From an optimization exercise on the open Yosys and OpenROAD flow, aimed at small area and a short achievable clock period; shortcuts taken in it are not production practice. In this exercise RTL edits were held to simulation tests only and were not proved equivalent to the original. Power and IR drop assume default switching activity.

// csd_mult_bank
module csd_mult_bank (
    input  wire logic        clk,
    input  wire logic        rst_n,
    input  wire logic [15:0] x,
    input  wire logic        x_valid,
    output logic      [31:0] y0,
    output logic      [31:0] y1,
    output logic      [31:0] y2,
    output logic      [31:0] y3,
    output logic             y_valid
);
Size: about 150 flip-flops, ~150 I/O pins, about 9600 um^2 of cells after synthesis.
==> flow/config.mk <==
export PLATFORM = sky130hd
export DESIGN_NAME = csd_mult_bank
export DESIGN_NICKNAME = csd_mult_bank
export VERILOG_FILES = /design/flow/design.v
export SDC_FILE = /design/flow/constraint.sdc
export NUM_CORES = 4
export LEC_CHECK = 0
export CAP_MARGIN = 20
export CORE_MARGIN = 2
export CORE_UTILIZATION = 40
export SETUP_SLACK_MARGIN = 1.5
export SLEW_MARGIN = 20
==> flow/constraint.sdc <==
create_clock -name core_clock -period 5.0 [get_ports {clk}]
set_input_delay 1.0000 -clock core_clock [delete_from_list [all_inputs] [get_ports {clk}]]
set_output_delay 1.0000 -clock core_clock [all_outputs]
set_load 0.01 [all_outputs]
standard.sh (not shown) runs the stock make flow with config.mk's settings and CLKGATE_MAP_FILE= SYNTH_SCRIPT=/design/flow/synth_recipe.tcl, a recipe that flattens the netlist after the stock synthesis.
==> flow/flow/run.sh <==
#!/bin/bash
# The standard layout, with a small buffer (buf_2) on each port instead of the default
# port buffer cell. Each tool's output goes to its own log in this folder; ORFS keeps its
# per-step logs under orfs/logs.
set -euo pipefail
bash standard.sh 'BUFFER_PORTS_ARGS=-buffer_cell sky130_fd_sc_hd__buf_2' finish > make_finish.log 2>&1
The first run went through all stages and came out clean.
Change:
- SETUP_SLACK_MARGIN: 1.5 -> 2.5
Result:
- cell count climbs by 8.0%
- global-route usage climbs by 2.3 points
- maximum frequency climbs by 14%
- synthesized cell count does not change
- count of clock-buffer cells in the layout climbs by 5
- total power climbs by 19%
- routed wire length climbs by 17%
- design area climbs by 23%
- setup slack is better by 0.41 ns
Change:
- CTS_BUF_LIST: unset -> sky130_fd_sc_hd__clkbuf_8
- SETUP_SLACK_MARGIN: 2.5 -> 2.2
- TNS_END_PERCENT: unset -> 0
Result: Die area does not change; flip-flop and latch count does not change; via count shrinks by 5.5%; total power goes down by 16%; first-iteration DRC count rose by 15%; synthesized area does not change; non-clock buffer count drops by 70; cell count shrinks by 4.7%; register-to-register slack got worse by 0.06 ns; sequential power is about the same; hold slack stays flat.
Change:
- CORE_UTILIZATION: 40 -> 60
- CTS_BUF_LIST: sky130_fd_sc_hd__clkbuf_8 -> unset
- PLACE_DENSITY: unset -> 0.75
- SETUP_SLACK_MARGIN: 2.2 -> 1.5
- TNS_END_PERCENT: 0 -> unset
The new run finished clean; power went down by 1.4%; clock skew went down by 0.015 ns; setup slack gets worse by 0.38 ns; synthesized cell count does not change.

---

Another version of the RTL of csd_mult_bank (not shown whole).
Size: roughly 1100 cells after synthesis, about 150 flip-flops, ~150 I/O pins, ~10000 sq um of cells after synthesis.
Settings: LEC_CHECK=0, CAP_MARGIN=20, CORE_MARGIN=2, CORE_UTILIZATION=40, CTS_BUF_LIST=sky130_fd_sc_hd__clkbuf_8, SETUP_SLACK_MARGIN=2.2, SLEW_MARGIN=20, TNS_END_PERCENT=0; clock period 5.0 ns.
==> flow/flow/run.sh <==
#!/bin/bash
# The standard layout, with a small buffer (buf_1) on each port instead of the default
# port buffer cell. Each tool's output goes to its own log in this folder; ORFS keeps its
# per-step logs under orfs/logs.
set -euo pipefail
bash standard.sh 'BUFFER_PORTS_ARGS=-buffer_cell sky130_fd_sc_hd__buf_1' finish > make_finish.log 2>&1
Rerun with:
==> flow/flow/run.sh (replaced) <==
#!/bin/bash
# The standard layout, with a small buffer (buf_2) on each port instead of the default
# port buffer cell. Each tool's output goes to its own log in this folder; ORFS keeps its
# per-step logs under orfs/logs.
set -euo pipefail
bash standard.sh 'BUFFER_PORTS_ARGS=-buffer_cell sky130_fd_sc_hd__buf_2' finish > make_finish.log 2>&1
SETUP_SLACK_MARGIN = 2.5   (was 2.2)
TNS_END_PERCENT = not set   (was 0)
- area after synthesis stays the same
- combinational power went up by 36%
- total power went up by 21%
- maximum frequency went up by 6.7%
Rerun with:
SETUP_SLACK_MARGIN = 2.6   (was 2.5)
TNS_END_PERCENT = 0   (was not set)
After rerunning:
- via count fell by a few percent
- routed wire length fell by a few percent
- core utilization falls by 4.5 points
- worst hold slack improved by 0.011 ns
- setup slack got worse by 0.012 ns
- die area is unchanged
- sequential share of layout area goes up by 1.8 points
- total power falls by roughly a tenth
- cell area shrinks by a little under a tenth
- final cell count shrinks by a few percent
Rerun with:
CORE_UTILIZATION = 55   (was 40)
SETUP_SLACK_MARGIN = 2.4   (was 2.6)
=> The changed run produced a clean layout; sequential power barely changes; die area decreases by 27%; non-clock buffer count decreases by 2.
Rerun with:
CORE_UTILIZATION = 40   (was 55)
PLACE_DENSITY = 0.8   (was not set)
Clock power decreases by 4.5%.
First-iteration DRC count increases to 2.9 times its value.
Power barely changes.
Core utilization goes down by 19 points.
Design area came out lower by 0.82%.
Worst setup slack loses 0.027 ns.
Global-route usage fell by 5.5 points.
Via count rises by 4.1%.
Fmax falls by 1.0%.

---

csd_mult_bank again, from the RTL that the note above started with.
clock: 5.0 ns
lec_check: 0
cap_margin: 20
core_margin: 2
core_utilization: 40
cts_buf_list: sky130_fd_sc_hd__clkbuf_8
setup_slack_margin: 2.2
slew_margin: 20
tns_end_percent: 0
==> flow/flow/run.sh <==
#!/bin/bash
# The standard layout, with a small buffer (buf_2) on each port instead of the default
# port buffer cell. Each tool's output goes to its own log in this folder; ORFS keeps its
# per-step logs under orfs/logs.
set -euo pipefail
bash standard.sh 'BUFFER_PORTS_ARGS=-buffer_cell sky130_fd_sc_hd__buf_2' finish > make_finish.log 2>&1
The baseline completed without violations.
==> next run, changes <==
CTS_BUF_LIST = default   (was sky130_fd_sc_hd__clkbuf_8)
SETUP_SLACK_MARGIN = 1.8   (was 2.2)
TNS_END_PERCENT = default   (was 0)
The changed run passed the timing, DRC and antenna checks.
Sequential share of layout area shrinks by 0.28 points.
Worst setup slack got worse by 0.27 ns.
Area after synthesis is unchanged.
==> next run, changes <==
--- a/flow/flow/run.sh
+++ b/flow/flow/run.sh
@@ -6 +6 @@
-bash standard.sh 'BUFFER_PORTS_ARGS=-buffer_cell sky130_fd_sc_hd__buf_2' finish > make_finish.log 2>&1
+bash standard.sh 'BUFFER_PORTS_ARGS=-buffer_cell sky130_fd_sc_hd__buf_2' 'SKIP_GATE_CLONING=1' finish > make_finish.log 2>&1
CTS_BUF_LIST = sky130_fd_sc_hd__clkbuf_8   (was default)
SETUP_SLACK_MARGIN = 2.4   (was 1.8)
TNS_END_PERCENT = 0   (was default)
What happened: The changed run completed without violations; global-route usage came out higher by 0.37 points; routed wire length came out higher by a few percent; cell area came out higher by a few percent; via count came out higher by a few percent; power came out higher slightly.
==> next run, changes <==
==> flow/flow/run.sh (replaced) <==
#!/bin/bash
# The standard layout, with a small buffer (buf_2) on each port instead of the default
# port buffer cell, and power recovery (downsizing of cells off the critical paths) after
# global routing. Each tool's output goes to its own log in this folder; ORFS keeps its
# per-step logs under orfs/logs.
set -euo pipefail
bash standard.sh 'BUFFER_PORTS_ARGS=-buffer_cell sky130_fd_sc_hd__buf_2' 'RECOVER_POWER=100' finish > make_finish.log 2>&1
Via count hardly moves.
Synthesized cell count stays the same.
Count of clock-buffer cells in the layout is unchanged.
Routed wire length came out higher by 0.31%.
Global-route usage is unchanged.
Total power came out lower by 4.0%.
Core utilization came out lower by 1.9 points.

---

== before ==
Starting RTL as in the previous note.
clock: 5.0 ns
lec_check: 0
cap_margin: 20
core_margin: 2
core_utilization: 40
cts_buf_list: sky130_fd_sc_hd__clkbuf_8
setup_slack_margin: 2.4
slew_margin: 20
tns_end_percent: 0
==> flow/flow/run.sh <==
#!/bin/bash
# The standard layout, with a small buffer (buf_1) on each port instead of the default
# port buffer cell. Each tool's output goes to its own log in this folder; ORFS keeps its
# per-step logs under orfs/logs.
set -euo pipefail
bash standard.sh 'BUFFER_PORTS_ARGS=-buffer_cell sky130_fd_sc_hd__buf_1' finish > make_finish.log 2>&1
## Diff of input files: after against before
- clearing TNS_END_PERCENT, which used to be 0
- swapping 2.4 for 1.8 in SETUP_SLACK_MARGIN
==> flow/flow/run.sh <==
#!/bin/bash
# The standard layout, with a small buffer (buf_2) on each port instead of the default
# port buffer cell. Each tool's output goes to its own log in this folder; ORFS keeps its
# per-step logs under orfs/logs.
set -euo pipefail
bash standard.sh 'BUFFER_PORTS_ARGS=-buffer_cell sky130_fd_sc_hd__buf_2' finish > make_finish.log 2>&1
Between after and before, global router's overall resource usage is higher for before, after comes in under that. Per the comparison of after with before, global-route wire length before repair saw a decrease, final cell count saw a decrease. Higher power share of the clock group among after and before: after.

---

Starting RTL as in the previous note.
## csd_mult_bank
module csd_mult_bank (
    input  wire logic        clk,
    input  wire logic        rst_n,
    input  wire logic [15:0] x,
    input  wire logic        x_valid,
    output logic      [31:0] y0,
    output logic      [31:0] y1,
    output logic      [31:0] y2,
    output logic      [31:0] y3,
    output logic             y_valid
);
    logic [1:0] v;
    always_ff @(posedge clk) begin
        if (!rst_n) v <= '0;
        else        v <= {v[0:0], x_valid};
    end
    assign y_valid = v[1];
    logic [16:0] n1;
    logic [18:0] p5;
    logic [21:0] p63;
    logic [25:0] p0;
    logic [23:0] p1;
    logic [26:0] p2;
    logic [24:0] p3;
    wire n1_c1 = ~x[1] & ~x[0];
    wire n1_p2 = ~x[2] & ~x[1];
    wire n1_p3 = ~x[3] & ~x[2];
    wire n1_p4 = ~x[4] & ~x[3];
    wire n1_p5 = ~x[5] & ~x[4];
    wire n1_p6 = ~x[6] & ~x[5];
    wire n1_p7 = ~x[7] & ~x[6];
    wire n1_p8 = ~x[8] & ~x[7];
    wire n1_p9 = ~x[9] & ~x[8];
    wire n1_p10 = ~x[10] & ~x[9];
    wire n1_p11 = ~x[11] & ~x[10];
    wire n1_p12 = ~x[12] & ~x[11];
    wire n1_p13 = ~x[13] & ~x[12];
    wire n1_p14 = ~x[14] & ~x[13];
    wire n1_p15 = ~x[15] & ~x[14];
    wire n1_p16 = ~x[15] & ~x[15];
    wire n1_c17 = n1_p2 & ~x[0];
    wire n1_c18 = n1_p3 & n1_c1;
    wire n1_p19 = n1_p3 & ~x[1];
    wire n1_p20 = n1_p4 & n1_p2;
    wire n1_p21 = n1_p5 & n1_p3;
    wire n1_p22 = n1_p6 & n1_p4;
    wire n1_p23 = n1_p7 & n1_p5;
    wire n1_p24 = n1_p8 & n1_p6;
    wire n1_p25 = n1_p9 & n1_p7;
    wire n1_p26 = n1_p10 & n1_p8;
    wire n1_p27 = n1_p11 & n1_p9;
    wire n1_p28 = n1_p12 & n1_p10;
    wire n1_p29 = n1_p13 & n1_p11;
    wire n1_p30 = n1_p14 & n1_p12;
    wire n1_p31 = n1_p15 & n1_p13;
    wire n1_p32 = n1_p16 & n1_p14;
    wire n1_c33 = n1_p20 & ~x[0];
    wire n1_c34 = n1_p21 & n1_c1;
    wire n1_p35 = n1_p21 & ~x[1];
  ...
clock: 5.0 ns
lec_check: 0
cap_margin: 20
core_margin: 2
core_utilization: 40
cts_buf_list: sky130_fd_sc_hd__clkbuf_8
cts_cluster_size: 40
setup_slack_margin: 2.4
slew_margin: 20
tns_end_percent: 0
==> flow/flow/run.sh <==
#!/bin/bash
# The standard layout, with a small buffer (buf_2) on each port instead of the default
# port buffer cell. Each tool's output goes to its own log in this folder; ORFS keeps its
# per-step logs under orfs/logs.
set -euo pipefail
bash standard.sh 'BUFFER_PORTS_ARGS=-buffer_cell sky130_fd_sc_hd__buf_2' finish > make_finish.log 2>&1
Next try:
- CTS_CLUSTER_SIZE: 40 -> default
- SETUP_SLACK_MARGIN: 2.4 -> 2.0
Wire length decreases by 2.5%.
Critical path depth decreases by 2.
Register-to-register slack loses 240 ps.
Worst setup slack loses 240 ps.
Count of clock-buffer cells in the layout stays the same.
Synthesized cell count does not change.
Next try:
--- a/flow/flow/run.sh
+++ b/flow/flow/run.sh
@@ -6 +6 @@
-bash standard.sh 'BUFFER_PORTS_ARGS=-buffer_cell sky130_fd_sc_hd__buf_2' finish > make_finish.log 2>&1
+bash standard.sh 'BUFFER_PORTS_ARGS=-buffer_cell sky130_fd_sc_hd__buf_2' 'SETUP_MOVE_SEQUENCE=unbuffer,sizeup,swap,buffer' finish > make_finish.log 2>&1
- SETUP_SLACK_MARGIN: 2.0 -> 2.4
After rerunning:
- via count increases by 1.8%
- worst hold slack degrades by 8.7 ps
- non-clock buffer count grows by 23

## afterwards: timing with drivers on the ports
The results above use ideal ports. As a check the final layouts listed here were re-extracted and re-timed, cells and wires unchanged. Step 1 (the two cells are an assumption about what drives the block):
set clk [get_ports {clk}]
set_driving_cell -lib_cell sky130_fd_sc_hd__clkbuf_16 $clk
set_driving_cell -lib_cell sky130_fd_sc_hd__buf_2 [delete_from_list [all_inputs] $clk]
Step 2 also shifts input and output timing later by t, the mid clock arrival at the registers, as if the neighbouring blocks saw the same clock. a / b / c = ideal / step 1 / step 2; a / b = the first two.
run	shift t [ns]	setup WS [ns]	hold slack, ns	latest minus earliest clock arrival (ns)
the first run of note 1	0.470	1.686 / 1.709 / 1.239	0.365 / 0.365 / 0.365	0.010 / 0.010
the second run of note 1	0.465	2.092 / 2.086 / 1.621	0.367 / 0.367 / 0.367	0.010 / 0.010
the third run of note 1	0.512	2.055 / 2.057 / 1.545	0.369 / 0.369 / 0.369	0.025 / 0.025
the fourth run of note 1	0.478	1.675 / 1.675 / 1.239	0.354 / 0.354 / 0.354	0.010 / 0.010
the first run of note 2	0.492	2.154 / 2.154 / 1.744	0.440 / 0.440 / 0.440	0.012 / 0.012
the second run of note 2	0.497	2.331 / 2.331 / 2.090	0.407 / 0.407 / 0.407	0.019 / 0.019
the third run of note 2	0.502	2.319 / 2.319 / 1.953	0.418 / 0.418 / 0.418	0.011 / 0.011
the fourth run of note 2	0.492	2.331 / 2.331 / 1.958	0.421 / 0.421 / 0.421	0.015 / 0.014
the fifth run of note 2	0.499	2.304 / 2.304 / 1.929	0.417 / 0.417 / 0.417	0.020 / 0.020
the first run of note 3	0.496	2.230 / 2.230 / 1.818	0.427 / 0.427 / 0.427	0.016 / 0.016
the second run of note 3	0.469	1.963 / 1.963 / 1.718	0.434 / 0.434 / 0.434	0.008 / 0.008
the third run of note 3	0.512	2.337 / 2.337 / 1.919	0.416 / 0.416 / 0.416	0.015 / 0.015
the fourth run of note 3	0.500	1.753 / 1.753 / 1.477	0.441 / 0.441 / 0.441	0.014 / 0.014
before	0.504	2.317 / 2.317 / 1.902	0.421 / 0.421 / 0.421	0.014 / 0.015
after	0.497	1.952 / 1.952 / 1.715	0.429 / 0.429 / 0.429	0.015 / 0.015
the first run of note 5	0.512	2.337 / 2.337 / 1.919	0.416 / 0.416 / 0.416	0.015 / 0.015
the second run of note 5	0.500	2.095 / 2.095 / 1.721	0.424 / 0.424 / 0.424	0.015 / 0.015
the third run of note 5	0.504	2.351 / 2.351 / 1.911	0.415 / 0.415 / 0.415	0.014 / 0.014
After both steps every run listed still meets setup and hold. The setup slack of the third run of note 1, which loses most, moves by +0.002 ns with the drivers and by -0.510 ns with both steps.
